Context: an optimization exercise on an open-source flow, tuned for small area and a short achievable clock period. The choices shown serve that exercise and are no tape-out recipe. At most, simulation tests tie the RTL to the original design; equivalence was not proved. No functional check of the RTL was part of runs 1 to 3. Power is estimated from default activity; no workload was simulated.

`flow/flow/run.sh`:
```
#!/bin/bash
# The standard layout, with clock tree synthesis told not to add dummy loads.
# Each tool's output goes to standard.log in this folder; ORFS keeps its
# per-step logs under orfs/logs.
set -euo pipefail
bash standard.sh finish \
  "CTS_ARGS=-sink_clustering_enable -repair_clock_nets -sink_clustering_size 24 -sink_clustering_max_diameter 60 -dont_use_dummy_load" \
  > standard.log 2>&1
```
`flow/standard.sh`:
```
#!/bin/bash
# synth_recipe.tcl (not shown) runs the flow's synth.tcl, then flattens the netlist and writes it again
# the make line also repeats each setting of config.mk as NAME=value (left out here)
make -C /OpenROAD-flow-scripts/flow DESIGN_CONFIG=/design/flow/config.mk WORK_HOME=/design/flow/orfs CLKGATE_MAP_FILE= SYNTH_SCRIPT=/design/flow/synth_recipe.tcl "${@:-finish}"
```
`flow/config.mk`:
```
export PLATFORM = sky130hd
export DESIGN_NAME = yapp_rx_router
export DESIGN_NICKNAME = yapp_rx_router
export VERILOG_FILES = /design/flow/design.v
export SDC_FILE = /design/flow/constraint.sdc
export NUM_CORES = 4
export LEC_CHECK = 0
export ABC_CLOCK_PERIOD_IN_PS = 2400
export CAP_MARGIN = 20
export CORE_MARGIN = 2
export CORE_UTILIZATION = 55
export CTS_CLUSTER_DIAMETER = 60
export CTS_CLUSTER_SIZE = 24
export PLACE_DENSITY = 0.7
export SETUP_SLACK_MARGIN = 3.2
export SLEW_MARGIN = 20
```
`flow/constraint.sdc`:
```
create_clock -name core_clock -period 5.5 [get_ports {clock}]
set_input_delay 1.1000 -clock core_clock [delete_from_list [all_inputs] [get_ports {clock}]]
set_output_delay 1.1000 -clock core_clock [all_outputs]
set_load 0.01 [all_outputs]
```
`flow/design.v`:
```
package yapp_rx_pkg;
    localparam int DEF_DATA_W     = 8;
    localparam int DEF_ADDR_W     = 2;
    localparam int DEF_NUM_CH     = 3;
    localparam int DEF_FIFO_DEPTH = 64;
    localparam int MAX_LEN        = 2**(DEF_DATA_W - DEF_ADDR_W) - 1;
    localparam int PTR_W          = $clog2(DEF_FIFO_DEPTH) + 1;
    localparam logic [1:0] ST_IDLE    = 2'd0;
    localparam logic [1:0] ST_PAYLOAD = 2'd1;
    localparam logic [1:0] ST_PARITY  = 2'd2;
    localparam logic [1:0] ST_DISCARD = 2'd3;
    function automatic logic [31:0] hdr_addr(input logic [31:0] hdr, input int unsigned aw);
        hdr_addr = hdr & ((32'd1 << aw) - 32'd1);
    endfunction
    function automatic logic [31:0] hdr_len(input logic [31:0] hdr, input int unsigned aw);
        hdr_len = hdr >> aw;
    endfunction
endpackage
module yapp_commit_fifo #(
    parameter int DATA_W = 8,
    parameter int DEPTH  = 64,
    parameter int LO     = 8             
) (
    input  logic                      clock,
    input  logic                      reset,
    input  logic                      wr_en,
    input  logic [LO-1:0]             wr_lo,
    input  logic [DEPTH/LO-1:0]       wr_hi,
    input  logic [DATA_W-1:0]         wr_data,
    input  logic                      push,
    input  logic                      commit,
    input  logic                      rewind,
    input  logic [$clog2(DEPTH)-1:0]  commit_addr,
    input  logic [DATA_W-1:0]         hdr,
    input  logic                      rd_en,
    output logic [DATA_W-1:0]         rd_data,
    output logic                      vld,
    output logic                      full_keep,
    output logic                      full_push,
    output logic                      full_rewind,
    output logic [$clog2(DEPTH)-1:0]  cm_addr
);
    localparam int AW = $clog2(DEPTH);
    localparam int CW = AW + 1;
    localparam int HI = DEPTH / LO;
    logic [DATA_W-1:0] mem [DEPTH];
    logic [LO-1:0]     rd_lo_a, rd_lo_b;    
    logic [HI-1:0]     rd_hi;
    logic [AW-1:0]     cm;           
    logic [CW-1:0]     cu_q;         
    logic [CW-1:0]     occ_q;        
    logic              push_q, fire_q, commit_q, rewind_q;
    logic [CW-1:0]     cu, occ;      
    logic [DATA_W-1:0] dout;
    logic              fire, vld_d, hold;
    logic              occ_full, occ_one_less, cu_full, cu_gt1;
    logic [DATA_W-1:0] mem_q;
    logic [HI-1:0][DATA_W-1:0] row_q;
    always_comb begin
        if (rewind_q) occ = cu_q - CW'(fire_q);
        else          occ = occ_q + CW'(push_q) - CW'(fire_q);
        if (commit_q) cu  = occ_q - CW'(fire_q);
        else          cu  = cu_q - CW'(fire_q);
    end
    assign fire = rd_en && vld;
    assign hold = vld && !rd_en;
    always_comb begin
        if (rewind_q)
            occ_full = fire_q ? (cu_q == CW'(DEPTH + 1)) : (cu_q == CW'(DEPTH));
        else if (push_q == fire_q)
            occ_full = occ_q == CW'(DEPTH);
        else if (push_q)
            occ_full = occ_q == CW'(DEPTH - 1);
        else
            occ_full = occ_q == CW'(DEPTH + 1);
        if (rewind_q)
            occ_one_less = fire_q ? (cu_q == CW'(DEPTH)) : (cu_q == CW'(DEPTH - 1));
        else if (push_q == fire_q)
            occ_one_less = occ_q == CW'(DEPTH - 1);
        else if (push_q)
            occ_one_less = occ_q == CW'(DEPTH - 2);
        else
            occ_one_less = occ_q == CW'(DEPTH);
        if (commit_q) begin
            cu_full = fire_q ? (occ_q == CW'(DEPTH + 1)) : (occ_q == CW'(DEPTH));
            cu_gt1  = fire_q ? (occ_q > CW'(2)) : (occ_q > CW'(1));
        end else begin
            cu_full = fire_q ? (cu_q == CW'(DEPTH + 1)) : (cu_q == CW'(DEPTH));
            cu_gt1  = fire_q ? (cu_q > CW'(2)) : (cu_q > CW'(1));
        end
    end
    assign vld_d        = commit || cu_gt1 || hold;
    assign full_keep   = occ_full && !fire;
    assign full_push   = (occ_one_less && !fire) || (occ_full && fire);
    assign full_rewind = cu_full && !fire;
    always_comb begin
        for (int h = 0; h < HI; h++) begin
            row_q[h] = '0;
            for (int l = 0; l < LO; l++)
                row_q[h] = row_q[h] | ({{(DATA_W-DATA_W/2){rd_lo_b[l]}}, {(DATA_W/2){rd_lo_a[l]}}}
                                       & mem[h*LO+l]);
        end
        mem_q = '0;
        for (int h = 0; h < HI; h++)
            mem_q = mem_q | ({DATA_W{rd_hi[h]}} & row_q[h]);
    end
    assign rd_data = dout;
    assign cm_addr = cm;
    always_ff @(posedge clock or negedge reset) begin
        if (!reset) begin
            rd_lo_a  <= LO'(2);
            rd_lo_b  <= LO'(2);
            rd_hi    <= HI'(1);
            cm       <= '0;
            cu_q     <= '0;
            occ_q    <= '0;
            push_q   <= 1'b0;
            fire_q   <= 1'b0;
            commit_q <= 1'b0;
            rewind_q <= 1'b0;
            vld      <= 1'b0;
            dout     <= '0;
        end else begin
            if (fire) begin
                rd_lo_a <= {rd_lo_a[LO-2:0], rd_lo_a[LO-1]};
                rd_lo_b <= {rd_lo_b[LO-2:0], rd_lo_b[LO-1]};
            end
            if (fire && rd_lo_a[LO-1]) rd_hi <= {rd_hi[HI-2:0], rd_hi[HI-1]};
            if (commit) cm <= commit_addr;
            cu_q     <= cu;
            occ_q    <= occ;
            push_q   <= push;
            fire_q   <= fire;
            commit_q <= commit;
            rewind_q <= rewind;
            vld      <= vld_d;
            if (!hold) begin
                if (vld) dout <= vld_d ? mem_q : '0;
                else     dout <= commit ? hdr : '0;
            end
        end
    end
    for (genvar w = 0; w < DEPTH; w++) begin : g_word
        logic [DATA_W-1:0] q;
        always_ff @(posedge clock) begin
            if (wr_en && wr_hi[w / LO] && wr_lo[w % LO]) q <= wr_data;
        end
        assign mem[w] = q;
    end
endmodule
module yapp_rx_router #(
    parameter int DATA_W     = yapp_rx_pkg::DEF_DATA_W,
    parameter int NUM_CH     = yapp_rx_pkg::DEF_NUM_CH,
    parameter int ADDR_W     = yapp_rx_pkg::DEF_ADDR_W,
    parameter int FIFO_DEPTH = yapp_rx_pkg::DEF_FIFO_DEPTH
) (
    input  logic                       clock,
    input  logic                       reset,
    input  logic [DATA_W-1:0]          in_data,
    input  logic                       in_data_vld,
    output logic                       in_suspend,
    output logic                       error,
    output logic [NUM_CH*DATA_W-1:0]   ch_data,
    output logic [NUM_CH-1:0]          ch_vld,
    input  logic [NUM_CH-1:0]          ch_rd,
    output logic [15:0]                drop_cnt
);
    localparam int LEN_W = DATA_W - ADDR_W;
    localparam int AW    = $clog2(FIFO_DEPTH);
    localparam int LO    = 8;
    localparam int LW    = $clog2(LO);
    localparam int HI    = FIFO_DEPTH / LO;
    logic              s_idle, s_idle_n, s_pay, s_par, s_dis;
    logic              s_idle_d, s_pay_d, s_par_d, s_dis_d;
    logic [DATA_W-1:0] acc, acc_d;
    logic [LEN_W-1:0]  rem, rem_d;
    logic [NUM_CH-1:0] tgt, tgt_d;           
    logic [ADDR_W-1:0] h_addr;
    logic [LEN_W-1:0]  h_len;
    logic              hdr_bad, hdr_ok, match, drop, sus_d;
    logic              rem_one, rem_zero;
    logic [DATA_W-1:0] wr_data_q, hdr_q, hdr_d;
    logic [AW-1:0]     wr_addr_q, wr_addr_d, hdr_addr_sel;
    logic [NUM_CH-1:0] push, commit, rewind;
    logic [NUM_CH-1:0] wr_ch_q;
    logic [LO-1:0]     wr_lo_q, wr_lo_d, inc_lo;
    logic [HI-1:0]     wr_hi_q, wr_hi_d, inc_hi;
    logic [NUM_CH-1:0][LO-1:0] cm_lo;
    logic [NUM_CH-1:0][HI-1:0] cm_hi;
    logic [NUM_CH-1:0][DATA_W-1:0] rd_data;
    logic [NUM_CH-1:0][AW-1:0]     cm_addr;
    logic [NUM_CH-1:0]             full_keep, full_push, full_rewind;
    logic [NUM_CH-1:0]             h_sel;
    logic [AW-1:0]                 wr_addr_inc;
    assign h_addr   = in_data[ADDR_W-1:0];
    assign h_len    = in_data[DATA_W-1:ADDR_W];
    assign hdr_bad  = (h_addr >= ADDR_W'(NUM_CH)) || (h_len == '0);
    assign hdr_ok   = !hdr_bad;
    assign match    = in_data == acc;
    assign rem_one  = rem == LEN_W'(1);
    assign rem_zero = rem == '0;
    assign ch_data  = rd_data;
    assign s_idle   = !s_idle_n;
    assign wr_addr_inc = wr_addr_q + AW'(1);
    for (genvar c = 0; c < NUM_CH; c++) begin : g_sel
        assign h_sel[c] = h_addr == ADDR_W'(c);
    end
    always_comb begin
        hdr_addr_sel = '0;
        for (int c = 0; c < NUM_CH; c++)
            if (h_sel[c]) hdr_addr_sel = cm_addr[c];
    end
    always_comb begin
        s_idle_d  = s_idle;
        s_pay_d   = s_pay;
        s_par_d   = s_par;
        s_dis_d   = s_dis;
        acc_d     = acc;
        hdr_d     = hdr_q;
        rem_d     = rem;
        tgt_d     = tgt;
        wr_addr_d = wr_addr_q;
        push      = '0;
        commit    = '0;
        rewind    = '0;
        drop      = 1'b0;
        if (in_data_vld) begin
            if (s_idle) begin
                rem_d = h_len;
                if (hdr_bad) begin
                    drop     = 1'b1;
                    s_idle_d = 1'b0;
                    s_dis_d  = 1'b1;
                end else begin
                    push      = h_sel;
                    acc_d     = in_data;
                    hdr_d     = in_data;
                    tgt_d     = h_sel;
                    wr_addr_d = hdr_addr_sel;
                    s_idle_d  = 1'b0;
                    s_pay_d   = 1'b1;
                end
            end
            if (s_pay) begin
                push      = tgt;
                acc_d     = acc ^ in_data;
                rem_d     = rem - LEN_W'(1);
                wr_addr_d = wr_addr_inc;
                if (rem_one) begin
                    s_pay_d = 1'b0;
                    s_par_d = 1'b1;
                end
            end
            if (s_par) begin
                if (match) commit = tgt;
                else begin
                    rewind = tgt;
                    drop   = 1'b1;
                end
                s_par_d  = 1'b0;
                s_idle_d = 1'b1;
            end
            if (s_dis) begin
                rem_d = rem - LEN_W'(1);
                if (rem_zero) begin
                    s_dis_d  = 1'b0;
                    s_idle_d = 1'b1;
                end
            end
        end
    end
    always_comb begin
        for (int c = 0; c < NUM_CH; c++)
            for (int i = 0; i < LO; i++) begin
                cm_lo[c][i] = cm_addr[c][LW-1:0] == LW'(i);
                cm_hi[c][i] = cm_addr[c][AW-1:LW] == (AW-LW)'(i);
            end
        for (int i = 0; i < LO; i++) begin
            inc_lo[i] = wr_addr_inc[LW-1:0] == LW'(i);
            inc_hi[i] = wr_addr_inc[AW-1:LW] == (AW-LW)'(i);
        end
        wr_lo_d = '0;
        wr_hi_d = '0;
        if (s_idle) begin
            for (int c = 0; c < NUM_CH; c++)
                if (h_sel[c]) begin
                    wr_lo_d = cm_lo[c];
                    wr_hi_d = cm_hi[c];
                end
        end else begin
            wr_lo_d = inc_lo;
            wr_hi_d = inc_hi;
        end
    end
    always_comb begin
        if (in_data_vld) begin
            if (s_idle)     sus_d = hdr_ok && |(h_sel & full_push);
            else if (s_pay) sus_d = !rem_one && |(tgt & full_push);
            else if (s_par) sus_d = |(~tgt & full_keep) ||
                                    (match ? |(tgt & full_keep) : |(tgt & full_rewind));
            else            sus_d = rem_zero && |full_keep;
        end else begin
            if (s_idle)     sus_d = |full_keep;
            else if (s_pay) sus_d = |(tgt & full_keep);
            else            sus_d = 1'b0;
        end
    end
    always_ff @(posedge clock or negedge reset) begin
        if (!reset) begin
            s_idle_n   <= 1'b0;
            s_pay      <= 1'b0;
            s_par      <= 1'b0;
            s_dis      <= 1'b0;
            wr_ch_q    <= '0;
            in_suspend <= 1'b0;
            error      <= 1'b0;
            drop_cnt   <= '0;
        end else begin
            s_idle_n   <= !s_idle_d;
            s_pay      <= s_pay_d;
            s_par      <= s_par_d;
            s_dis      <= s_dis_d;
            wr_ch_q    <= push;
            in_suspend <= sus_d;
            error      <= drop;
            if (drop && drop_cnt != 16'hFFFF) drop_cnt <= drop_cnt + 16'd1;
        end
    end
    always_ff @(posedge clock) begin
        acc       <= acc_d;
        hdr_q     <= hdr_d;
        rem       <= rem_d;
        tgt       <= tgt_d;
        wr_addr_q <= wr_addr_d;
        wr_data_q <= in_data;
        wr_lo_q   <= wr_lo_d;
        wr_hi_q   <= wr_hi_d;
    end
    for (genvar c = 0; c < NUM_CH; c++) begin : g_ch
        yapp_commit_fifo #(.DATA_W(DATA_W), .DEPTH(FIFO_DEPTH), .LO(LO)) u_fifo (
            .clock       (clock),
            .reset       (reset),
            .wr_en       (wr_ch_q[c]),
            .wr_lo       (wr_lo_q),
            .wr_hi       (wr_hi_q),
            .wr_data     (wr_data_q),
            .push        (push[c]),
            .commit      (commit[c]),
            .rewind      (rewind[c]),
            .commit_addr (wr_addr_inc),
            .hdr         (hdr_q),
            .rd_en       (ch_rd[c]),
            .rd_data     (rd_data[c]),
            .vld         (ch_vld[c]),
            .full_keep   (full_keep[c]),
            .full_push   (full_push[c]),
            .full_rewind (full_rewind[c]),
            .cm_addr     (cm_addr[c])
        );
    end
endmodule
```
==> results by group, run 1 <==
Final layout
  – Commonest cells after routing, fill and taps aside: edfxtp_1 (1,567), a22oi_1 (804), nand4_1 (201)
  – Synth-to-layout area growth: 11.8%
  – Most common cell after layout, fill and taps aside: edfxtp_1
  – Util after Layout: 62.1%
  – Share of post-route cells with drive strength above 1: 16.8%
  – NumNets Final: 4,501

Setup path
  – Critical path's largest stage delay: 0.42 ns
  – Crit end category: flip-flop
  – Worst EP required: 6.06 ns
  – Crit-path slowest cell: dfrtp_1
  – Flop-to-flop setup slack: 2.95 ns
  – CP cell instances: ha_2 > and4b_2 > and3_4 > nor3_4 > o22ai_2 > o21a_1 > a222oi_1 > a211oi_1 > a2111o_1
  – Setup Crit Path Kind: reg2reg
  – Max FO, Critical Path: 3
  – CP Data Arrival Time: 3.11 ns
  – Startpoint Class: flip-flop

Global routing
  – Grt ovf: 0
  – Vias in the first global route: 40,014
  – Total GRT Usage: 29.2%
  – Antenna violations before repair: 8
  – Largest net degree at the start of global routing: 193
  – First-pass GRT wire length: 273,000 um

Placed design
  – Gp weighted congestion: 0.888
  – Dpl hpwl: 108,000 um
  – PortBufs: 58

Power and ir drop
  – Sequential power share: 58.4%
  – Switch share: 25.9%
  – Leak: 25.4 nW
  – Pwr per Cell Area: 356 nW/um2
  – Gate power share: 13.2%
  – Worst vdd ir: 0.320 mV
  – Pint: 20.3 mW
  – Clock Power Share: 28.4%
  – Sw power: 7.10 mW

Logic synthesis
  – Mapped Cells: 4,315
  – Post-synth ARST share: 10.8%
  – Seq/Total Area, Yosys: 76.0%
  – Syn Area/Cell: 16.0 um2
  – Post-synth EDFFs: 1,567
  – Mapped Area: 68,900 um2
  – Most used flip-flop cell after synthesis: edfxtp_1
  – Syn Nets: 4,401
  – Yosys reg bits: 1,784
  – Yosys cell types: 73
  – Ys Warns: 3

Timing
  – Clock Skew: 0.0776 ns
  – Relative slew margins: 22.3%
  – Period Utilization, post-route: 46.4%
  – Final hold violations: 0
  – Minimum clock period: 2.55 ns
  – Setup violators final: 0
  – Slew Viols, Final: 0
  – WHS: 0.309 ns
  – Setup tns final: 0 ns
  – Worst-margin pin slew: 1.16 ns
  – RSZ-0062 raised after global routing: yes
  – Fmax achieved: 0.392 GHz

Outcome
  – Status: no timing/DRC/antenna violations

Clocking
  – Clock Tree Root: clkbuf_16
  – Clock Latency Late Sink: 0.75 ns
  – TritonCTS sink count: 1,784
  – Num CTS Buffers: 115
  – Clock transition at path regs: 0.07 ns
  – Clk buf depth: 3
  – TritonCTS clock tree: yes
  – H-tree levels: 3

Die
  – Core ar.: 124,000 um2
  – Chip Height: 358 um
  – IO Pins: 59
  – Initial core utilization: 55.6%
  – Die X: 358 um
  – Die area: 128,000 um2
  – Num rows: 129

Flow run
  – Total of max-cap violations: 0

Routing
  – Final wirelength: 190,000 um
  – WL/cell: 31.3 um
  – DRC viols: 0
  – Antenna-violating nets left: 0
  – Via density: 6.92
  – Pre-antenna DRT Iters: 6
  – 1st-iter DRT viols: 6,375
  – Via count: 41,877

Worst hold path
  – Hold crit path type: in2async
state kept, by name (all words and copies together), names as in the netlist, 2 cells and up, named ones only:
signal / cells
acc: 8
drop_cnt: 16
g_ch.u_fifo.cm: 18
g_ch.u_fifo.commit_q: 3
g_ch.u_fifo.cu_q: 21
g_ch.u_fifo.dout: 24
g_ch.u_fifo.fire_q: 3
g_ch.u_fifo.g_word.q: 1536
g_ch.u_fifo.occ_q: 21
g_ch.u_fifo.rd_hi: 24
g_ch.u_fifo.rd_lo_a: 24
g_ch.u_fifo.rd_lo_b: 24
g_ch.u_fifo.rewind_q: 3
g_ch.u_fifo.vld: 3
hdr_q: 8
rem: 6
tgt: 3
wr_addr_q: 6
wr_ch_q: 2
wr_data_q: 8
wr_hi_q: 8
wr_lo_q: 8
metrics by stage:
stage / cell area [um2] / instances / total power [mW] / worst slack [ns]
2_1_floorplan: 69100 / 4315 / 17.9 / 2.80
4_1_cts: 75600 / 5994 / 27.0 / 3.02
6_report: 77000 / 6055 / 27.4 / 2.95
5_1_grt: 77000 / 6051 / 28.3 / 2.85
3_5_place_dp: 71100 / 5773 / 19.2 / 1.63
3_3_place_gp: 71100 / 5773 / 19.1 / 1.61
worst max-delay path: cells and delay by family, from the launching register on:
| kind | cells | cell delay, ns |
|---|---|---|
| simple gates | 3 | 0.63 |
| flops | 1 | 0.42 |
| fa+ha+maj | 1 | 0.19 |
| compound gates | 5 | 1.17 |
synth_stat cells, drive strengths merged, types with 3 or more instances:
library cell | count | area (um2)
o21ai | 64 | 320
mux2i | 23 | 230
nor4 | 19 | 119
nand4 | 201 | 1260
nand2 | 155 | 584
a221o | 20 | 200
and3 | 199 | 1240
a211oi | 9 | 67.6
fa | 3 | 60.1
clkbuf | 265 | 995
nand2b | 15 | 93.8
a31oi | 22 | 138
a22oi | 844 | 6340
and4 | 11 | 96.3
o21bai | 6 | 45.0
dfxtp | 24 | 480
a31o | 4 | 35.0
nor2b | 9 | 56.3
nand4b | 7 | 61.3
o22ai | 15 | 93.8
xnor2 | 57 | 499
o31ai | 4 | 35.0
o41ai | 3 | 26.3
nor2 | 87 | 327
mux2 | 55 | 619
edfxtp | 1567 | 47100
nand3b | 7 | 52.6
nor3b | 7 | 52.6
nor3 | 40 | 200
buf | 55 | 245
inv | 70 | 263
and4b | 3 | 30.0
a21oi | 40 | 200
dfrtp | 184 | 4600
nand3 | 40 | 200
ha | 69 | 863
a221oi | 18 | 158
or2 | 3 | 18.8
a22o | 17 | 149
xor2 | 34 | 298
dfstp | 9 | 236
area by class of cell:
cell class                 count  area, um2
sequential                  1784      52500
fill                        8753      46900
multi-input combinational   2140      16400
clock buffer                 115       2880
timing repair buffer         302       2840
tap                         1637       2050
inverter                      72        284
antenna                        5       12.5
layer usage:
layer  vias up  wire length, um  track usage, %
met4         0             6570            9.79
met3       386            23500            6.76
met2      2847            87000            44.5
met5         -                0               0
met1     21175            72700            41.9
li1      17469                -               -
kinds of logic after synthesis:
group                    after synthesis  synth area share, %
AO/OA/AOI/OAI                       1087                 11.6
XOR/XNOR                              91                 1.16
adder cells (fa/ha/maj)               72                 1.34
buffers and inverters                392                 2.19
flip-flops                          1784                 76.0
multiplexers                          78                 1.23
AND/OR/NAND/NOR                      811                 6.47
what timing repair did:
action,in CTS,in global routing
hold buffers,0,0
buffers inserted,103,54
pin swaps,53,71
resized for setup,443,179
hold endpoints to repair,0,0
cloned,3,1
setup endpoints to repair,297,193
worst paths after layout:
kind                       cells past startpoint                 startpoint                        end
max                                            9    g_ch[0].u_fifo.occ_q[4]                 in_suspend
min                                            1                      reset    g_ch[0].u_fifo.rd_hi[3]
max reg2reg                                    9    g_ch[0].u_fifo.occ_q[4]                 in_suspend
min reg2reg                                    1  g_ch[1].u_fifo.rd_lo_a[6]  g_ch[1].u_fifo.rd_lo_a[7]
max in group asynchronous                      3                      reset  g_ch[1].u_fifo.rd_lo_b[5]
min in group core_clock                        1  g_ch[1].u_fifo.rd_lo_a[6]  g_ch[1].u_fifo.rd_lo_a[7]
power by group through the flow:
stage	registers, mW	clock network (mW)	logic (mW)
3_3_place_gp	16.3	0	2.83
3_5_place_dp	16.3	0	2.88
2_1_floorplan	15.9	0	2.01
4_1_cts	16.0	7.80	3.22
5_1_grt	16.1	8.26	3.95
6_report	16.0	7.79	3.61
==> run 2, diff against run 1 <==
--- a/flow/config.mk
+++ b/flow/config.mk
@@ -12,5 +12,5 @@
 export CTS_CLUSTER_DIAMETER = 60
 export CTS_CLUSTER_SIZE = 24
 export PLACE_DENSITY = 0.7
-export SETUP_SLACK_MARGIN = 3.2
+export SETUP_SLACK_MARGIN = 3.1
 export SLEW_MARGIN = 20
==> run 2 against run 1 <==
Combinational power is 13% lower; via count fell by 1.3%; clock skew grew 0.035 ns; sequential power hardly changed; synthesized cell count unchanged; worst hold slack better by 0.17 ns; routed wire length shrank 0.98%; critical path depth unchanged; final cell count fell by 1.3%; total power is 1.1% lower; synthesized area is the same; non-clock buffer count down 75; largest cell class unchanged.
==> results by group, run 2 <==
Logic synthesis
  – Post-synth EDFFs: 1,567
  – Yosys top cell area share: 68.3%
  – Area contributors post-synth: edfxtp_1 (68%), a22oi_1 (9.2%), dfrtp_1 (6.7%)
  – Ys Warns: 3
  – Most frequent cell after synthesis: edfxtp_1
  – Syn Nets: 4,401
  – Commonest cells in the netlist: edfxtp_1 (1,567), a22oi_1 (844), clkbuf_1 (265), nand4_1 (201), and3_1 (199)
  – Yosys cell types: 73
  – Seq/Total Area, Yosys: 76.0%
  – Mapped Area: 68,900 um2
  – Most used flip-flop cell after synthesis: edfxtp_1
  – Post-synth ARST share: 10.8%
  – Syn Area/Cell: 16.0 um2
  – Yosys reg bits: 1,784
  – Mapped Cells: 4,315
  – Post-synth top area cell: edfxtp_1

Timing
  – Setup tns final: 0 ns
  – Minimum clock period: 2.56 ns
  – Setup WS post-layout: 2.94 ns
  – Slew Viols, Final: 0
  – Fmax achieved: 0.391 GHz
  – Setup violators final: 0
  – RSZ-0062 raised after global routing: yes
  – Clock Skew: 0.113 ns
  – Final hold violations: 0
  – Relative slew margins: 13.9%
  – Worst-margin pin slew: 1.29 ns
  – WHS: 0.476 ns
  – Period Utilization, post-route: 46.6%

Die
  – Die X: 358 um
  – Die area: 128,000 um2
  – IO Pins: 59
  – Initial core utilization: 55.6%
  – Core ar.: 124,000 um2
  – Chip Height: 358 um
  – Num rows: 129

Setup path
  – CP Data Arrival Time: 3.13 ns
  – Startpoint Class: primary input
  – Buf/Inv on CP: 3
  – Crit-path slowest cell: clkdlybuf4s50_1
  – CP top delay family: buffers and inverters
  – CP cell instances: clkdlybuf4s50_1 > nand2_1 > buf_4 > inv_1 > nor2_1 > nor3_1 > o21a_1 > a2111oi_2 > a2111o_1
  – RR Endpoint: in_suspend
  – Critical path's largest stage delay: 0.47 ns
  – Crit end category: flip-flop
  – Worst r2r src: g_ch[0].u_fifo.occ_q[4]
  – Max FO, Critical Path: 20
  – Setup Crit Path Kind: in2reg
  – Flop-to-flop setup slack: 2.95 ns
  – Worst EP required: 6.07 ns
  – Reg2reg path depth: 9

Final layout
  – Commonest cells after routing, fill and taps aside: edfxtp_1 (1,567), a22oi_1 (842), nand4_1 (201)
  – Max reg flops: 1,536
  – Share of post-route cells with drive strength above 1: 13.0%
  – NumNets Final: 4,426
  – Synth-to-layout area growth: 9.27%
  – Finished Layout Cells: 5,978
  – Fin area: 75,300 um2
  – Reg with most FFs: g_ch.u_fifo.g_word.q
  – Util after Layout: 60.7%
  – Most common cell after layout, fill and taps aside: edfxtp_1

Worst hold path
  – Hold crit path type: reg2reg
  – Hold_sp: wr_data_q[7]
  – Hold Crit Depth: 0
  – Hold Path End: g_ch[0].u_fifo.g_word[37].q[7]

Routing
  – Final wirelength: 188,000 um
  – Via count: 41,320
  – 1st-iter DRT viols: 6,414
  – WL/cell: 31.4 um
  – Antenna-violating nets left: 0
  – Via density: 6.91
  – DRC viols: 0
  – Pre-antenna DRT Iters: 6

Clocking
  – Hold buffer count at CTS: 0
  – Num CTS Buffers: 114
  – Clk buf depth: 3
  – H-tree levels: 3
  – TritonCTS sink count: 1,784
  – Clock Tree Root: clkbuf_16
  – Clock transition at path regs: 0.06 ns
  – Clock Latency Late Sink: 0.76 ns
  – TritonCTS clock tree: yes

Power and ir drop
  – Final Power: 27.1 mW
  – Switch share: 25.8%
  – Leak: 24.9 nW
  – Pwr per Cell Area: 360 nW/um2
  – Worst vdd ir: 0.451 mV
  – Pint: 20.1 mW
  – Sequential power share: 59.8%
  – Sw power: 7.01 mW
  – Clock Power Share: 28.6%
  – Gate power share: 11.5%

Placed design
  – Pre-CTS setup slack: 1.33 ns
  – Gp weighted congestion: 0.912
  – Dpl cells: 5,767
  – PortBufs: 58
  – Placement Cell Area: 71,000 um2
  – Dpl hpwl: 106,000 um

Global routing
  – First-pass GRT wire length: 271,000 um
  – Antenna violations before repair: 9
  – Largest net degree at the start of global routing: 193
  – Grt ovf: 0
  – Vias in the first global route: 39,610
  – Total GRT Usage: 29.1%

Flow run
  – Total of max-cap violations: 0

Outcome
  – Status: no timing/DRC/antenna violations
-- run 2: layout make-up --
class                      instances  area, um2
sequential                      1784      52500
fill                            8993      48700
multi-input combinational       2140      15700
clock buffer                     114       2850
tap                             1637       2050
timing repair buffer             227       1950
inverter                          72        282
antenna                            3       7.51
timing repair inverter             1       5.00
-- run 2: per-layer routing --
metal / GRT usage [%] / vias to the layer above / wire [um]
met3: 6.07 / 440 / 21900
met4: 10.8 / 4 / 8090
li1: - / 17320 / -
met1: 41.1 / 20945 / 71600
met5: 0 / - / 22
met2: 45.0 / 2611 / 86200
-- run 2: worst max-delay path by stage --
stage / from / endpoint / slack (ns) / cells after the start
2_1_floorplan: ch_rd[0] / in_suspend / 2.80 / 9
3_3_place_gp: ch_rd[2] / in_suspend / 1.34 / 10
3_5_place_dp: ch_rd[2] / in_suspend / 1.33 / 10
4_1_cts: g_ch[2].u_fifo.dout[7] / ch_data[23] / 2.98 / 1
5_1_grt: g_ch[0].u_fifo.occ_q[4] / in_suspend / 2.85 / 9
6_report: ch_rd[1] / in_suspend / 2.94 / 9
-- run 2: timing repair --
item	CTS	global route
pin swaps	25	34
buffers inserted	64	28
endpoints found under the setup margin	209	95
gates cloned	2	0
gates resized for setup	309	94
-- run 2: power groups by stage --
stage / clock network (mW) / logic (mW) / registers (mW)
6_report: 7.77 / 3.13 / 16.2
5_1_grt: 8.27 / 3.43 / 16.3
4_1_cts: 7.79 / 2.89 / 16.2
3_5_place_dp: 0 / 2.66 / 16.5
3_3_place_gp: 0 / 2.60 / 16.5
2_1_floorplan: 0 / 2.00 / 15.9
-- run 2: cell families after synthesis --
kind of cell / synth area share, %
adder cells (fa/ha/maj): 1.34
AO/OA/AOI/OAI: 11.6
buffers and inverters: 2.19
XOR/XNOR: 1.16
flip-flops: 76.0
AND/OR/NAND/NOR: 6.47
multiplexers: 1.23
==> run 3, diff against run 2 <==
==> flow/flow/run.sh (replaced) <==
#!/bin/bash
# The standard layout, with two changes: clock tree synthesis adds no dummy
# loads, and after placement each output buffer is moved next to the
# flip-flop that drives it (flow/obuf.tcl). Tool output goes to logs in this
# folder; ORFS keeps its per-step logs under orfs/logs.
set -euo pipefail
CTS="CTS_ARGS=-sink_clustering_enable -repair_clock_nets -sink_clustering_size 24 -sink_clustering_max_diameter 60 -dont_use_dummy_load"
bash standard.sh place "$CTS" > standard_place.log 2>&1
RES=$(ls -d orfs/results/*/*/base)
PLACE_ODB=$PWD/$RES/3_place.odb CELL_PAD_IN_SITES_DETAIL_PLACEMENT=0 \
  openroad -no_init -exit flow/obuf.tcl > obuf.log 2>&1
bash standard.sh finish "$CTS" > standard.log 2>&1
==> flow/flow/obuf.tcl (new file) <==
# Put each output port's buffer right next to the flip-flop that drives it, so
# the buffer, not the flip-flop, drives the wire out to the pin. Then legalize.
read_db $::env(PLACE_ODB)
set block [ord::get_db_block]
set moved 0
foreach bt [$block getBTerms] {
  if {[$bt getIoType] ne "OUTPUT"} { continue }
  set net [$bt getNet]
  set buf ""
  foreach it [$net getITerms] { if {[$it isOutputSignal]} { set buf [$it getInst] } }
  if {$buf eq ""} { continue }
  set a [$buf findITerm A]
  if {$a eq "NULL" || $a eq ""} { continue }
  set ff ""
  foreach it [[$a getNet] getITerms] { if {[$it isOutputSignal]} { set ff [$it getInst] } }
  if {$ff eq ""} { continue }
  set loc [$ff getLocation]
  set w [[$ff getMaster] getWidth]
  $buf setOrient [$ff getOrient]
  $buf setLocation [expr {[lindex $loc 0] + $w}] [lindex $loc 1]
  incr moved
}
puts "moved $moved output buffers"
set_placement_padding -global -left $::env(CELL_PAD_IN_SITES_DETAIL_PLACEMENT) -right $::env(CELL_PAD_IN_SITES_DETAIL_PLACEMENT)
detailed_placement
check_placement -verbose
write_db $::env(PLACE_ODB)
==> run 3 against run 2 <==
Fmax grew 0.73%; first-iteration DRC count grew 5.4%; clock skew is essentially flat; critical endpoint unchanged; total power grew 0.31%; design area grew 0.14%; worst hold slack lost 0.0083 ns; largest power group unchanged; core utilization grew 0.084 points; clock power is essentially flat; global-route usage grew 0.081 points; register-to-register slack is essentially flat; die area is the same; sequential power is essentially flat.
==> results by group, run 3 <==
Logic synthesis
  – Post-synth EDFFs: 1,567
  – Most used flip-flop cell after synthesis: edfxtp_1
  – Ys Warns: 3
  – Syn Nets: 4,401
  – Mapped Cells: 4,315
  – Yosys cell types: 73
  – Area contributors post-synth: edfxtp_1 (68%), a22oi_1 (9.2%), dfrtp_1 (6.7%)
  – Yosys reg bits: 1,784
  – Seq/Total Area, Yosys: 76.0%
  – Post-synth ARST share: 10.8%
  – Yosys top cell area share: 68.3%
  – Post-synth top area cell: edfxtp_1
  – Most frequent cell after synthesis: edfxtp_1
  – Syn Area/Cell: 16.0 um2
  – Commonest cells in the netlist: edfxtp_1 (1,567), a22oi_1 (844), clkbuf_1 (265), nand4_1 (201), and3_1 (199)
  – Mapped Area: 68,900 um2

Timing
  – Final hold violations: 0
  – Minimum clock period: 2.54 ns
  – Fmax achieved: 0.393 GHz
  – Relative slew margins: 19.2%
  – Slew Viols, Final: 0
  – Setup violators final: 0
  – Clock Skew: 0.113 ns
  – Period Utilization, post-route: 46.2%
  – Setup tns final: 0 ns
  – RSZ-0062 raised after global routing: yes
  – Worst-margin pin slew: 1.21 ns

Routing
  – DRC viols: 0
  – Antenna-violating nets left: 0
  – WL/cell: 31.5 um
  – Via count: 41,452
  – Pre-antenna DRT Iters: 6
  – Final wirelength: 189,000 um
  – Via density: 6.91
  – 1st-iter DRT viols: 6,761

Die
  – Initial core utilization: 55.6%
  – Chip Height: 358 um
  – Die X: 358 um
  – Die area: 128,000 um2
  – Core ar.: 124,000 um2
  – Num rows: 129
  – IO Pins: 59

Worst hold path
  – Hold crit path type: reg2reg
  – Hold Path End: g_ch[0].u_fifo.g_word[37].q[7]
  – Hold_sp: wr_data_q[7]
  – Hold Crit Depth: 0

Clocking
  – Clock transition at path regs: 0.06 ns
  – TritonCTS clock tree: yes
  – Clock Latency Late Sink: 0.75 ns
  – TritonCTS sink count: 1,784
  – Clk buf depth: 3
  – Num CTS Buffers: 115
  – Clock Tree Root: clkbuf_16
  – Hold buffer count at CTS: 0
  – H-tree levels: 3

Global routing
  – Antenna violations before repair: 12
  – Total GRT Usage: 29.1%
  – First-pass GRT wire length: 272,000 um
  – Grt ovf: 0
  – Largest net degree at the start of global routing: 193
  – Vias in the first global route: 39,780

Power and ir drop
  – Sequential power share: 59.5%
  – Pint: 20.2 mW
  – Pwr per Cell Area: 361 nW/um2
  – Sw power: 7.03 mW
  – Worst vdd ir: 0.451 mV
  – Leak: 25.1 nW
  – Gate power share: 11.8%
  – Clock Power Share: 28.6%
  – Switch share: 25.8%

Final layout
  – Most common cell after layout, fill and taps aside: edfxtp_1
  – Util after Layout: 60.8%
  – Reg with most FFs: g_ch.u_fifo.g_word.q
  – Max reg flops: 1,536
  – NumNets Final: 4,443
  – Synth-to-layout area growth: 9.42%
  – Commonest cells after routing, fill and taps aside: edfxtp_1 (1,567), a22oi_1 (843), nand4_1 (201)
  – Share of post-route cells with drive strength above 1: 12.9%

Outcome
  – Status: no timing/DRC/antenna violations

Setup path
  – Max FO, Critical Path: 3
  – Reg2reg path depth: 9
  – Critical path's largest stage delay: 0.41 ns
  – Startpoint Class: flip-flop
  – Worst r2r src: g_ch[0].u_fifo.occ_q[4]
  – Setup Crit Path Kind: reg2reg
  – CP Data Arrival Time: 3.12 ns
  – Crit-path slowest cell: dfrtp_1
  – RR Endpoint: in_suspend
  – Flop-to-flop setup slack: 2.96 ns
  – CP cell instances: ha_2 > and4b_1 > and3_1 > nor3_2 > o22ai_1 > o21a_1 > a222oi_1 > a211oi_1 > a2111o_1
  – Worst EP required: 6.08 ns
  – Crit end category: flip-flop

Placed design
  – Dpl hpwl: 106,000 um
  – PortBufs: 58
  – Gp weighted congestion: 0.912

Flow run
  – Total of max-cap violations: 0
run 3: cell counts after synthesis:
No cell type changed its count.
run 3: cells by family (layout without fill, tap and decap cells):
logic type,after synthesis,in the layout,share of synthesized area (%)
AOI/OAI and AO/OA,1087,1087,11.6
xor gates and xnor gates,91,91,1.16
adders and majority gates,72,72,1.34
buffers and inverters,392,431,2.19
DFF,1784,1784,76.0
muxes,78,78,1.23
other,0,5,0
and+or+nand+nor,811,812,6.47
run 3: what timing repair did:
action / 4_1_cts / 5_1_grt
pin swaps: 26 / 33
gates resized for setup: 328 / 90
gates cloned: 2 / 0
setup buffers: 76 / 31
endpoints found under the setup margin: 194 / 91
run 3: cell type report:
class                   instances  area (um2)
inverters                      72         284
flip-flops and latches       1784       52500
well taps                    1637        2050
diodes                          5        12.5
clock buffers                 115        2880
fillers                      8934       48600
repair inverters                1        5.00
multi-input cells            2140       15600
repair buffers                243        2100
run 3: stage by stage:
| step | hold slack [ns] | setup WS (ns) | cell area (um2) | power [mW] | cells |
|---|---|---|---|---|---|
| finish | 0.468 | 2.96 | 75400 | 27.2 | 5997 |
| global route | 0.466 | 2.84 | 75400 | 28.0 | 5992 |
| CTS | 0.457 | 3.01 | 74800 | 26.9 | 5960 |
| detailed placement | 0.454 | 1.33 | 71000 | 19.2 | 5767 |
| global placement | 0.457 | 1.34 | 71000 | 19.1 | 5767 |
| floorplan | 0.507 | 2.80 | 69100 | 17.9 | 4315 |
run 3: critical path, delay by kind of cell (launching register included):
kind	cells	cell delay [ns]
AOI/OAI and AO/OA	5	1.14
and+or+nand+nor	3	0.68
DFF	1	0.41
adders and majority gates	1	0.20
run 3: how the worst max path moves through the flow:
stage	startpoint	to	slack, ns	depth (start not counted)
2_1_floorplan	ch_rd[0]	in_suspend	2.80	9
3_3_place_gp	ch_rd[2]	in_suspend	1.34	10
3_5_place_dp	ch_rd[2]	in_suspend	1.33	10
4_1_cts	g_ch[0].u_fifo.occ_q[2]	in_suspend	3.01	10
5_1_grt	g_ch[1].u_fifo.cu_q[5]	in_suspend	2.84	8
6_report	g_ch[0].u_fifo.occ_q[4]	in_suspend	2.96	9
run 3: routing by layer:
metal,up-vias,wire (um),track usage (%)
met5,-,57,0
met4,8,7710,10.6
met3,436,22600,6.06
met2,2716,87300,45.3
met1,20940,71100,41.1
li1,17352,-,-
run 3: power by group through the flow:
stage	sequential, mW	combinational, mW	clock, mW
2_1_floorplan	15.9	2.00	0
3_3_place_gp	16.5	2.60	0
3_5_place_dp	16.5	2.66	0
4_1_cts	16.2	2.89	7.82
5_1_grt	16.2	3.52	8.27
6_report	16.2	3.22	7.79
==> run 4, diff against run 3 <==
--- a/flow/design.v
+++ b/flow/design.v
@@ -35,9 +35,7 @@
     input  logic                      rd_en,
     output logic [DATA_W-1:0]         rd_data,
     output logic                      vld,
-    output logic                      full_keep,
-    output logic                      full_push,
-    output logic                      full_rewind,
+    output logic                      full_nxt,
     output logic [$clog2(DEPTH)-1:0]  cm_addr
 );
     localparam int AW = $clog2(DEPTH);
@@ -90,9 +88,8 @@
         end
     end
     assign vld_d        = commit || cu_gt1 || hold;
-    assign full_keep   = occ_full && !fire;
-    assign full_push   = (occ_one_less && !fire) || (occ_full && fire);
-    assign full_rewind = cu_full && !fire;
+    assign full_nxt = rewind ? (cu_full && !fire)
+                             : ((occ_full && (push == fire)) || (occ_one_less && push && !fire));
     always_comb begin
         for (int h = 0; h < HI; h++) begin
             row_q[h] = '0;
@@ -189,7 +186,7 @@
     logic [NUM_CH-1:0][HI-1:0] cm_hi;
     logic [NUM_CH-1:0][DATA_W-1:0] rd_data;
     logic [NUM_CH-1:0][AW-1:0]     cm_addr;
-    logic [NUM_CH-1:0]             full_keep, full_push, full_rewind;
+    logic [NUM_CH-1:0]             full_nxt;
     logic [NUM_CH-1:0]             h_sel;
     logic [AW-1:0]                 wr_addr_inc;
     assign h_addr   = in_data[ADDR_W-1:0];
@@ -292,19 +289,7 @@
             wr_hi_d = inc_hi;
         end
     end
-    always_comb begin
-        if (in_data_vld) begin
-            if (s_idle)     sus_d = hdr_ok && |(h_sel & full_push);
-            else if (s_pay) sus_d = !rem_one && |(tgt & full_push);
-            else if (s_par) sus_d = |(~tgt & full_keep) ||
-                                    (match ? |(tgt & full_keep) : |(tgt & full_rewind));
-            else            sus_d = rem_zero && |full_keep;
-        end else begin
-            if (s_idle)     sus_d = |full_keep;
-            else if (s_pay) sus_d = |(tgt & full_keep);
-            else            sus_d = 1'b0;
-        end
-    end
+    assign sus_d = (s_pay_d && |(full_nxt & tgt_d)) || (s_idle_d && |full_nxt);
     always_ff @(posedge clock or negedge reset) begin
         if (!reset) begin
             s_idle_n   <= 1'b0;
@@ -352,9 +337,7 @@
             .rd_en       (ch_rd[c]),
             .rd_data     (rd_data[c]),
             .vld         (ch_vld[c]),
-            .full_keep   (full_keep[c]),
-            .full_push   (full_push[c]),
-            .full_rewind (full_rewind[c]),
+            .full_nxt    (full_nxt[c]),
             .cm_addr     (cm_addr[c])
         );
     end
==> run 4 against run 3 <==
Routed wire length shrank 0.14%; combinational power is essentially flat; clock power shrank 2.7%; design area shrank 0.74%; total power shrank 2.5%; fmax grew 5.5%; first-iteration DRC count shrank 14%; core utilization shrank 0.45 points; synthesized cell count grew 0.86%; worst setup slack gained 0.13 ns; sequential share of layout area grew 0.52 points; highest routed layer unchanged.
==> results by group, run 4 <==
Worst hold path
  – Hold crit path type: in2async

Final layout
  – NumNets Final: 4,455
  – Max reg flops: 1,536
  – Synth-to-layout area growth: 8.84%
  – FILL cells: 9,091
  – Fin area: 74,800 um2
  – Reg with most FFs: g_ch.u_fifo.g_word.q
  – Util after Layout: 60.4%
  – Commonest cells after routing, fill and taps aside: edfxtp_1 (1,564), a22oi_1 (859), nand2_1 (231)
  – Share of post-route cells with drive strength above 1: 11.9%
  – Most common cell after layout, fill and taps aside: edfxtp_1

Logic synthesis
  – Mapped Cells: 4,352
  – Syn Area/Cell: 15.8 um2
  – Post-synth EDFFs: 1,564
  – Area contributors post-synth: edfxtp_1 (68%), a22oi_1 (9.4%), dfrtp_1 (6.7%)
  – Post-synth top area cell: edfxtp_1
  – Commonest cells in the netlist: edfxtp_1 (1,564), a22oi_1 (865), clkbuf_1 (287), nand2_1 (239), nand4_1 (202)
  – Mapped Area: 68,800 um2
  – Most used flip-flop cell after synthesis: edfxtp_1
  – Post-synth ARST share: 10.8%
  – Yosys cell types: 71
  – Syn Nets: 4,437
  – Ys Warns: 3
  – Yosys top cell area share: 68.3%
  – Most frequent cell after synthesis: edfxtp_1
  – Seq/Total Area, Yosys: 76.1%
  – Yosys reg bits: 1,784

Power and ir drop
  – Final Power: 26.5 mW
  – Pwr per Cell Area: 354 nW/um2
  – Leak: 24.8 nW
  – Worst vdd ir: 0.342 mV

Die
  – IO Pins: 59
  – Core ar.: 124,000 um2
  – Die area: 128,000 um2
  – Initial core utilization: 55.5%
  – Num rows: 129
  – Die X: 358 um
  – Chip Height: 358 um

Timing
  – Setup WS post-layout: 3.09 ns
  – Setup violators final: 0
  – Worst-margin pin slew: 1.20 ns
  – Relative slew margins: 20.2%
  – Slew Viols, Final: 0
  – Final hold violations: 0
  – Minimum clock period: 2.41 ns
  – Period Utilization, post-route: 43.8%
  – Setup tns final: 0 ns
  – RSZ-0062 raised after global routing: yes
  – Clock Skew: 0.0871 ns
  – Fmax achieved: 0.415 GHz

Routing
  – WL/cell: 31.3 um
  – Pre-antenna DRT Iters: 6
  – WL met1: 71,400 um
  – Via density: 6.90
  – DRC viols: 0
  – Routed wl met3: 23,800 um
  – Via count: 41,504
  – 1st-iter DRT viols: 5,820
  – DR top layer: met5
  – Antenna-violating nets left: 0
  – Final wirelength: 188,000 um
  – Wire length on met2: 86,700 um

Clocking
  – Num CTS Buffers: 110
  – TritonCTS clock tree: yes
  – Clock transition at path regs: 0.09 ns
  – H-tree levels: 3
  – Clock Latency Late Sink: 0.75 ns
  – Clock Tree Root: clkbuf_16
  – Clk buf depth: 3
  – TritonCTS sink count: 1,784

Placed design
  – Placement Cell Area: 70,900 um2
  – Dpl hpwl: 107,000 um
  – PortBufs: 58
  – Pre-CTS setup slack: 1.27 ns
  – Gp weighted congestion: 0.883

Global routing
  – Grt ovf: 0
  – Vias in the first global route: 39,473
  – First-pass GRT wire length: 271,000 um
  – Total GRT Usage: 29.2%
  – Largest net degree at the start of global routing: 193
  – Antenna violations before repair: 14

Flow run
  – Total of max-cap violations: 0

Setup path
  – Crit-path slowest cell: dfrtp_1
  – CP Data Arrival Time: 1.31 ns
  – Buf/Inv on CP: 1
  – Setup Crit Path Kind: reg2out
  – CP top delay family: flip-flops
  – Crit end category: output port
  – Startpoint Class: flip-flop
  – CP cell instances: buf_6
  – CP Depth: 1
  – Flop-to-flop setup slack: 3.11 ns
  – Critical path's largest stage delay: 0.41 ns
  – Worst EP required: 4.40 ns
  – Reg2reg path depth: 14
  – Max FO, Critical Path: 2

Outcome
  – Status: no timing/DRC/antenna violations
-- run 4: worst register-to-register path: stages (launching register included) --
cell and delay [ns]:
dfrtp_2 0.42, inv_2 0.08, ha_4 0.20, inv_1 0.12
ha_4 0.17, inv_1 0.06, fa_2 0.37, o21bai_1 0.18
a21oi_2 0.08, nor2_1 0.09, nor2_1 0.05, nor2_1 0.09
nor2_1 0.06, xnor2_1 0.18, mux2i_1 0.10
-- run 4: what timing repair did --
item | CTS | global route
resized for setup | 350 | 94
setup endpoints to repair | 178 | 67
hold endpoints to repair | 0 | 0
gates cloned | 0 | 1
hold buffers | 0 | 0
pin swaps | 16 | 39
buffers inserted | 47 | 39
-- run 4: kinds of logic after synthesis --
family                     share of synthesized area, %
DFF                                                76.1
AOI/OAI and AO/OA                                  11.5
and+or+nand+nor                                    6.87
buffers and inverters                              2.17
xor gates and xnor gates                           1.17
adders and majority gates                          1.32
muxes                                             0.821
-- run 4: layer usage --
| layer | GRT usage (%) | up-vias |
|---|---|---|
| met3 | 6.86 | 379 |
| li1 | - | 17381 |
| met4 | 10.2 | 10 |
| met5 | 0 | - |
| met2 | 44.6 | 2745 |
| met1 | 41.5 | 20989 |
-- run 4: area by class of cell --
cell class | instances | area (um2) | share of cell area, %
diodes | 10 | 25.0 | 0.0334
clock buffers | 110 | 2750 | 3.68
multi-input cells | 2176 | 15400 | 20.6
well taps | 1637 | 2050 | 2.74
inverters | 73 | 279 | 0.373
repair buffers | 225 | 1860 | 2.49
flip-flops and latches | 1784 | 52500 | 70.1
-- run 4: per-stage QoR --
step | hold WS, ns | instances
after floorplan | 0.468 | 4352
after global placement | 0.457 | 5807
after detailed placement | 0.462 | 5807
after CTS | 0.292 | 5964
after global routing | 0.339 | 6005
final | 0.304 | 6015
-- run 4: power by group --
part           internal [mW]  switching, mW  total [mW]  leakage (nW)
logic                   1.17           2.06        3.23          6.63
registers               15.1          0.563        15.7          16.8
clock network           3.52           4.06        7.58          1.36
-- run 4: path summary, 6_finish.rpt --
path	start	to
worst min register to register	g_ch[1].u_fifo.rd_lo_a[1]	g_ch[1].u_fifo.rd_lo_a[1]
min in group core_clock	g_ch[1].u_fifo.rd_lo_a[1]	g_ch[1].u_fifo.rd_lo_a[1]
max in group asynchronous	reset	g_ch[1].u_fifo.rd_lo_a[6]
worst max register to register	g_ch[0].u_fifo.occ_q[0]	g_ch[0].u_fifo.occ_q[6]
worst min-delay path	reset	g_ch[0].u_fifo.dout[6]
worst max-delay path	g_ch[2].u_fifo.dout[7]	ch_data[23]
==> run 5, diff against run 4 <==
--- a/flow/design.v
+++ b/flow/design.v
@@ -88,8 +88,7 @@
         end
     end
     assign vld_d        = commit || cu_gt1 || hold;
-    assign full_nxt = rewind ? (cu_full && !fire)
-                             : ((occ_full && (push == fire)) || (occ_one_less && push && !fire));
+    assign full_nxt = !fire && !rewind && (occ_full || (occ_one_less && push));
     always_comb begin
         for (int h = 0; h < HI; h++) begin
             row_q[h] = '0;
==> run 5 against run 4 <==
Via count down 2.1%; sequential cell count did not move; sequential share of layout area up 0.15 points; synthesized cell count is 2.7% lower; worst hold slack improved by 0.13 ns.
==> results by group, run 5 <==
Routing
  – Via density: 6.89
  – Final wirelength: 183,000 um
  – Pre-antenna DRT Iters: 22
  – Antenna-violating nets left: 0
  – Via count: 40,620
  – 1st-iter DRT viols: 6,034
  – WL/cell: 31.1 um
  – DRC viols: 0

Final layout
  – Share of post-route cells with drive strength above 1: 13.0%
  – Synth-to-layout area growth: 8.86%
  – Max reg flops: 1,536
  – FILL cells: 8,846
  – Util after Layout: 60.4%
  – Commonest cells after routing, fill and taps aside: edfxtp_1 (1,564), a22oi_1 (854), nand4_1 (205)
  – Most common cell after layout, fill and taps aside: edfxtp_1
  – NumNets Final: 4,338
  – Reg with most FFs: g_ch.u_fifo.g_word.q

Die
  – Num rows: 129
  – IO Pins: 59
  – Die area: 128,000 um2
  – Die X: 357 um
  – Core ar.: 124,000 um2
  – Initial core utilization: 55.4%
  – Chip Height: 357 um

Power and ir drop
  – Gate power share: 10.1%
  – Worst vdd ir: 0.436 mV
  – Leak: 24.6 nW
  – Sequential power share: 60.7%
  – Pwr per Cell Area: 357 nW/um2
  – Pint: 20.0 mW
  – Switch share: 25.3%
  – Clock Power Share: 29.2%
  – Sw power: 6.75 mW

Placed design
  – Dpl hpwl: 108,000 um
  – PortBufs: 58
  – Pre-CTS setup slack: 1.43 ns
  – Gp weighted congestion: 0.877

Logic synthesis
  – Most used flip-flop cell after synthesis: edfxtp_1
  – Syn Nets: 4,317
  – Post-synth ARST share: 10.8%
  – Area contributors post-synth: edfxtp_1 (68%), a22oi_1 (9.5%), dfrtp_1 (6.7%)
  – Yosys cell types: 72
  – Commonest cells in the netlist: edfxtp_1 (1,564), a22oi_1 (865), clkbuf_1 (263), nand4_1 (205), and3_1 (195)
  – Seq/Total Area, Yosys: 76.3%
  – Post-synth EDFFs: 1,564
  – Post-synth top area cell: edfxtp_1
  – Ys Warns: 3
  – Most frequent cell after synthesis: edfxtp_1
  – Yosys reg bits: 1,784
  – Yosys top cell area share: 68.4%
  – Mapped Cells: 4,234
  – Mapped Area: 68,600 um2
  – Syn Area/Cell: 16.2 um2

Clocking
  – Clock transition at path regs: 0.09 ns
  – TritonCTS sink count: 1,784
  – Clock Latency Late Sink: 0.75 ns
  – Clk buf depth: 3
  – TritonCTS clock tree: yes
  – Num CTS Buffers: 116
  – Clock Tree Root: clkbuf_16
  – H-tree levels: 3
  – Hold buffer count at CTS: 0

Setup path
  – Worst r2r src: g_ch[0].u_fifo.rd_lo_b[0]
  – Max FO, Critical Path: 2
  – CP top delay family: flip-flops
  – Flop-to-flop setup slack: 3.11 ns
  – Reg2reg path depth: 6
  – CP Data Arrival Time: 1.32 ns
  – RR Endpoint: g_ch[0].u_fifo.dout[6]
  – Crit-path slowest cell: dfrtp_1
  – Buf/Inv on CP: 1
  – CP cell instances: buf_6
  – Critical path's largest stage delay: 0.42 ns
  – Worst EP required: 4.40 ns
  – Startpoint Class: flip-flop
  – Crit path from: g_ch[1].u_fifo.dout[3]
  – Setup Crit Path Kind: reg2out
  – Crit end category: output port

Global routing
  – Most crowded layer after global routing: met2
  – Largest net degree at the start of global routing: 113
  – GRT met3 Usage: 6.32%
  – Total GRT Usage: 28.6%
  – Vias in the first global route: 39,387
  – Antenna violations before repair: 7
  – Grt ovf: 0
  – GRT met2 Usage: 44.5%
  – Met1 Usage GRT: 40.8%
  – First-pass GRT wire length: 268,000 um

Timing
  – Final hold violations: 0
  – Setup WS post-layout: 3.08 ns
  – Slew Viols, Final: 0
  – Fmax achieved: 0.414 GHz
  – RSZ-0062 raised after global routing: yes
  – Period Utilization, post-route: 43.9%
  – Setup violators final: 0
  – Relative slew margins: 18.2%
  – Setup tns final: 0 ns
  – Clock Skew: 0.0837 ns
  – Minimum clock period: 2.42 ns
  – Worst-margin pin slew: 1.23 ns

Worst hold path
  – Hold crit path type: in2async

Outcome
  – Status: no timing/DRC/antenna violations

Flow run
  – Total of max-cap violations: 0
run 5: cell types whose count changed after synthesis, moves of 6 or more:
cell | previous run | this run
nand2_1 | 239 | 115
mux2_2 | 24 | 71
clkbuf_1 | 287 | 263
o21ai_0 | 42 | 64
o21ai_1 | 20 | 2
buf_2 | 4 | 18
nor2_1 | 74 | 63
a21oi_1 | 42 | 51
inv_1 | 71 | 63
mux2i_1 | 26 | 20
xnor2_1 | 72 | 66
run 5: worst max-delay path by stage:
stage	endpoint	depth (start not counted)	slack [ns]
after global placement	g_ch[2].u_fifo.dout[0]	8	1.49
after floorplan	in_suspend	7	2.90
after detailed placement	g_ch[2].u_fifo.dout[4]	8	1.43
after CTS	g_ch[0].u_fifo.dout[6]	9	3.01
final	ch_data[11]	1	3.08
after global routing	g_ch[1].u_fifo.occ_q[6]	13	3.01
run 5: cell type report:
type / count / area, um2 / area share, %
inverter: 64 / 244 / 0.327
clock buffer: 116 / 2900 / 3.89
timing repair buffer: 216 / 1800 / 2.41
tap: 1637 / 2050 / 2.74
sequential: 1784 / 52500 / 70.3
multi-input combinational: 2073 / 15200 / 20.4
antenna: 5 / 12.5 / 0.0167
run 5: stage by stage:
stage | instances | hold slack [ns] | instance area (um2) | total power, mW
final | 5895 | 0.432 | 74700 | 26.7
after global routing | 5890 | 0.521 | 74700 | 27.5
after CTS | 5848 | 0.468 | 74100 | 26.5
after detailed placement | 5682 | 0.496 | 70700 | 18.9
after global placement | 5682 | 0.487 | 70700 | 18.8
after floorplan | 4234 | 0.475 | 68700 | 17.7
run 5: logic make-up (layout without fill, tap and decap cells):
kind of cell | count (synthesis) | in the layout | synth area share (%)
and+or+nand+nor | 740 | 740 | 6.17
xor gates and xnor gates | 90 | 90 | 1.15
adders and majority gates | 70 | 70 | 1.31
DFF | 1784 | 1784 | 76.3
AOI/OAI and AO/OA | 1080 | 1080 | 11.5
muxes | 93 | 93 | 1.50
buffers and inverters | 377 | 396 | 2.12
other | 0 | 5 | 0
run 5: what timing repair did:
item / in CTS / in global routing
gates cloned: 0 / 1
endpoints found under the setup margin: 164 / 172
buffers inserted: 50 / 40
pin swaps: 12 / 24
resized for setup: 345 / 92
run 5: power by group through the flow:
stage               clock network [mW]  registers (mW)  logic [mW]
finish                            7.80            16.2        2.70
global route                      8.30            16.2        3.03
CTS                               7.84            16.1        2.56
detailed placement                   0            16.5        2.43
global placement                     0            16.4        2.37
floorplan                            0            15.8        1.90
run 5: per-layer routing:
metal / vias up / wire [um]
li1: 17034 / -
met1: 20717 / 70400
met2: 2541 / 85900
met3: 328 / 21800
met4: 0 / 5320
met5: - / 0
==> run 6, diff against run 5 <==
--- a/flow/config.mk
+++ b/flow/config.mk
@@ -12,5 +12,5 @@
 export CTS_CLUSTER_DIAMETER = 60
 export CTS_CLUSTER_SIZE = 24
 export PLACE_DENSITY = 0.7
-export SETUP_SLACK_MARGIN = 3.1
+export SETUP_SLACK_MARGIN = 3.3
 export SLEW_MARGIN = 20
==> run 6 against run 5 <==
Sequential power hardly changed; global-route usage up 0.46 points; fmax rose by 0.36%; register-to-register slack better by 0.07 ns; synthesized area unchanged; sequential share of layout area is 1.3 points lower; clock skew increased by 0.014 ns; final cell count rose by 1.1%; clock power increased by 1%.
==> results by group, run 6 <==
Outcome
  – Status: no timing/DRC/antenna violations

Timing
  – RSZ-0062 raised after global routing: yes
  – Relative slew margins: 15.9%
  – Fmax achieved: 0.415 GHz
  – Slew Viols, Final: 0
  – Worst-margin pin slew: 1.26 ns
  – Final hold violations: 0
  – Setup tns final: 0 ns
  – Clock Skew: 0.0980 ns
  – Setup violators final: 0
  – Minimum clock period: 2.41 ns
  – Period Utilization, post-route: 43.8%

Clocking
  – TritonCTS clock tree: yes
  – H-tree levels: 3
  – Clock Tree Root: clkbuf_16
  – Num CTS Buffers: 118
  – Clock transition at path regs: 0.08 ns
  – TritonCTS sink count: 1,784
  – Clock Latency Late Sink: 0.74 ns
  – Hold buffer count at CTS: 0
  – Clk buf depth: 3

Routing
  – Routed wl met3: 22,700 um
  – Via density: 6.92
  – DR top layer: met5
  – Antenna-violating nets left: 0
  – WL/cell: 31.4 um
  – 1st-iter DRT viols: 5,701
  – WL met1: 71,300 um
  – Wire length on met2: 87,300 um
  – DRC viols: 0
  – Via count: 41,220
  – Final wirelength: 187,000 um
  – Pre-antenna DRT Iters: 20

Setup path
  – Flop-to-flop setup slack: 3.18 ns
  – CP cell instances: buf_6
  – Critical path's largest stage delay: 0.41 ns
  – Max FO, Critical Path: 2
  – Reg2reg path depth: 6
  – RR Endpoint: g_ch[0].u_fifo.dout[1]
  – CP Data Arrival Time: 1.31 ns
  – Worst EP required: 4.40 ns
  – Worst r2r src: g_ch[0].u_fifo.rd_lo_a[1]
  – Setup Crit Path Kind: reg2out
  – Buf/Inv on CP: 1
  – Startpoint Class: flip-flop
  – CP top delay family: flip-flops
  – Crit end category: output port
  – Crit-path slowest cell: dfrtp_1

Worst hold path
  – Hold crit path type: in2async

Die
  – Num rows: 129
  – Die area: 128,000 um2
  – Core ar.: 124,000 um2
  – Die X: 357 um
  – Initial core utilization: 55.4%
  – Chip Height: 357 um
  – IO Pins: 59

Final layout
  – Commonest cells after routing, fill and taps aside: edfxtp_1 (1,564), a22oi_1 (840), nand4_1 (205)
  – NumNets Final: 4,401
  – Most common cell after layout, fill and taps aside: edfxtp_1
  – Finished Layout Cells: 5,959
  – Reg with most FFs: g_ch.u_fifo.g_word.q
  – Share of post-route cells with drive strength above 1: 16.1%
  – Synth-to-layout area growth: 10.9%
  – FILL cells: 8,780
  – Max reg flops: 1,536

Logic synthesis
  – Post-synth EDFFs: 1,564
  – Mapped Area: 68,600 um2
  – Yosys cell types: 72
  – Syn Nets: 4,317
  – Seq/Total Area, Yosys: 76.3%
  – Most used flip-flop cell after synthesis: edfxtp_1
  – Syn Area/Cell: 16.2 um2
  – Commonest cells in the netlist: edfxtp_1 (1,564), a22oi_1 (865), clkbuf_1 (263), nand4_1 (205), and3_1 (195)
  – Ys Warns: 3
  – Post-synth ARST share: 10.8%
  – Most frequent cell after synthesis: edfxtp_1
  – Yosys reg bits: 1,784
  – Area contributors post-synth: edfxtp_1 (68%), a22oi_1 (9.5%), dfrtp_1 (6.7%)
  – Post-synth top area cell: edfxtp_1
  – Mapped Cells: 4,234
  – Yosys top cell area share: 68.4%

Global routing
  – Antenna violations before repair: 9
  – Grt ovf: 0
  – First-pass GRT wire length: 271,000 um
  – Largest net degree at the start of global routing: 106
  – Total GRT Usage: 29.0%
  – Vias in the first global route: 39,721

Flow run
  – Total of max-cap violations: 0

Power and ir drop
  – Worst vdd ir: 0.301 mV
  – Pwr per Cell Area: 358 nW/um2
  – Final Power: 27.2 mW
  – Leak: 25.2 nW

Placed design
  – PortBufs: 58
  – Dpl cells: 5,680
  – Dpl hpwl: 107,000 um
  – Gp weighted congestion: 0.885
-- run 6: cell counts after synthesis --
Identical to the previous run, type by type.
-- run 6: per-layer routing --
| layer | GRT usage, % | vias up |
|---|---|---|
| li1 | - | 17190 |
| met3 | 6.75 | 357 |
| met5 | 0 | - |
| met1 | 40.9 | 21038 |
| met4 | 9.14 | 4 |
| met2 | 45.3 | 2631 |
-- run 6: layout make-up --
class	instances	area [um2]	share of cell area, %
Multi-Input combinational cell	2073	15700	20.6
Inverter	64	246	0.324
Tap cell	1637	2050	2.69
Clock buffer	118	2950	3.88
Timing Repair Buffer	277	2670	3.51
Sequential cell	1784	52500	69.0
Antenna cell	6	15.0	0.0197
-- run 6: worst max-delay path by stage --
stage	start	slack, ns	to	cells after the start
6_report	g_ch[0].u_fifo.dout[3]	3.09	ch_data[3]	1
5_1_grt	g_ch[0].u_fifo.dout[0]	3.08	ch_data[0]	1
4_1_cts	g_ch[0].u_fifo.dout[0]	3.08	ch_data[0]	1
3_5_place_dp	in_data[1]	1.57	g_ch[0].u_fifo.dout[5]	8
3_3_place_gp	in_data[1]	1.69	g_ch[0].u_fifo.dout[4]	8
2_1_floorplan	in_data[3]	2.90	in_suspend	7
-- run 6: logic make-up (layout without fill, tap and decap cells) --
kind of cell    after synthesis  in the layout  share of synthesized area, %
buf+inv                     377            459                          2.12
mux                          93             93                          1.50
flops                      1784           1784                          76.3
simple gates                740            740                          6.17
compound gates             1080           1080                          11.5
fa+ha+maj                    70             70                          1.31
xor+xnor                     90             90                          1.15
other cells                   0              6                             0
-- run 6: where the power goes --
| group | internal [mW] | total (mW) | switching [mW] |
|---|---|---|---|
| combinational | 1.32 | 3.18 | 1.86 |
| clock | 3.76 | 7.89 | 4.13 |
| sequential | 15.2 | 16.2 | 0.974 |
-- run 6: through the flow --
step / hold WS, ns / worst slack (ns) / util, % / area [um2]
4_1_cts: 0.411 / 3.08 / 60.7 / 75100
2_1_floorplan: 0.475 / 2.90 / - / 68900
6_report: 0.400 / 3.09 / 61.5 / 76100
5_1_grt: 0.452 / 3.08 / 61.5 / 76100
3_3_place_gp: 0.479 / 1.69 / 57.2 / 70800
3_5_place_dp: 0.494 / 1.57 / 57.2 / 70800
-- run 6: timing repair --
action                                  in CTS  in global routing
setup buffers                               91                 59
endpoints found under the setup margin     208                193
gates cloned                                 2                  2
resized for setup                          459                116
pin swaps                                   32                 38

static timing again, ports no longer ideal:
No port has a modelled driver above. Below, the same layouts with a new extraction and two added sets of constraints.
Step 1 assumes that a clkbuf_16 drives the clock port and a buf_2 every other input.
Step 2 times the ports against the registers' clock, not the clock port: input delays grow and output delays shrink by t, the midpoint of the rising clock arrivals with the driver on.
Slacks: no drivers / after step 1 / after step 2; pairs: no drivers / after step 1.
| run | shift t [ns] | slack for setup (ns) | latest minus earliest clock arrival (ns) | slew at the worst register clock pin (ns) | cell pins on the clock port's net |
|---|---|---|---|---|---|
| run 1 | 0.784 | 2.950 / 2.941 / 2.235 | 0.092 / 0.092 | 0.09 / 0.09 | 1 |
| run 2 | 0.776 | 2.940 / 2.902 / 2.218 | 0.120 / 0.120 | 0.09 / 0.09 | 1 |
| run 3 | 0.772 | 2.958 / 2.958 / 2.220 | 0.120 / 0.119 | 0.09 / 0.09 | 1 |
| run 4 | 0.777 | 3.092 / 3.018 / 2.387 | 0.087 / 0.087 | 0.09 / 0.09 | 1 |
| run 5 | 0.785 | 3.084 / 3.010 / 2.371 | 0.091 / 0.091 | 0.10 / 0.10 | 1 |
| run 6 | 0.773 | 3.093 / 3.012 / 2.541 | 0.105 / 0.105 | 0.09 / 0.09 | 1 |
After both steps every run listed still meets setup and hold. The setup slack of run 3, which loses most, moves by 0.000 ns with the drivers and by -0.738 ns with both steps.
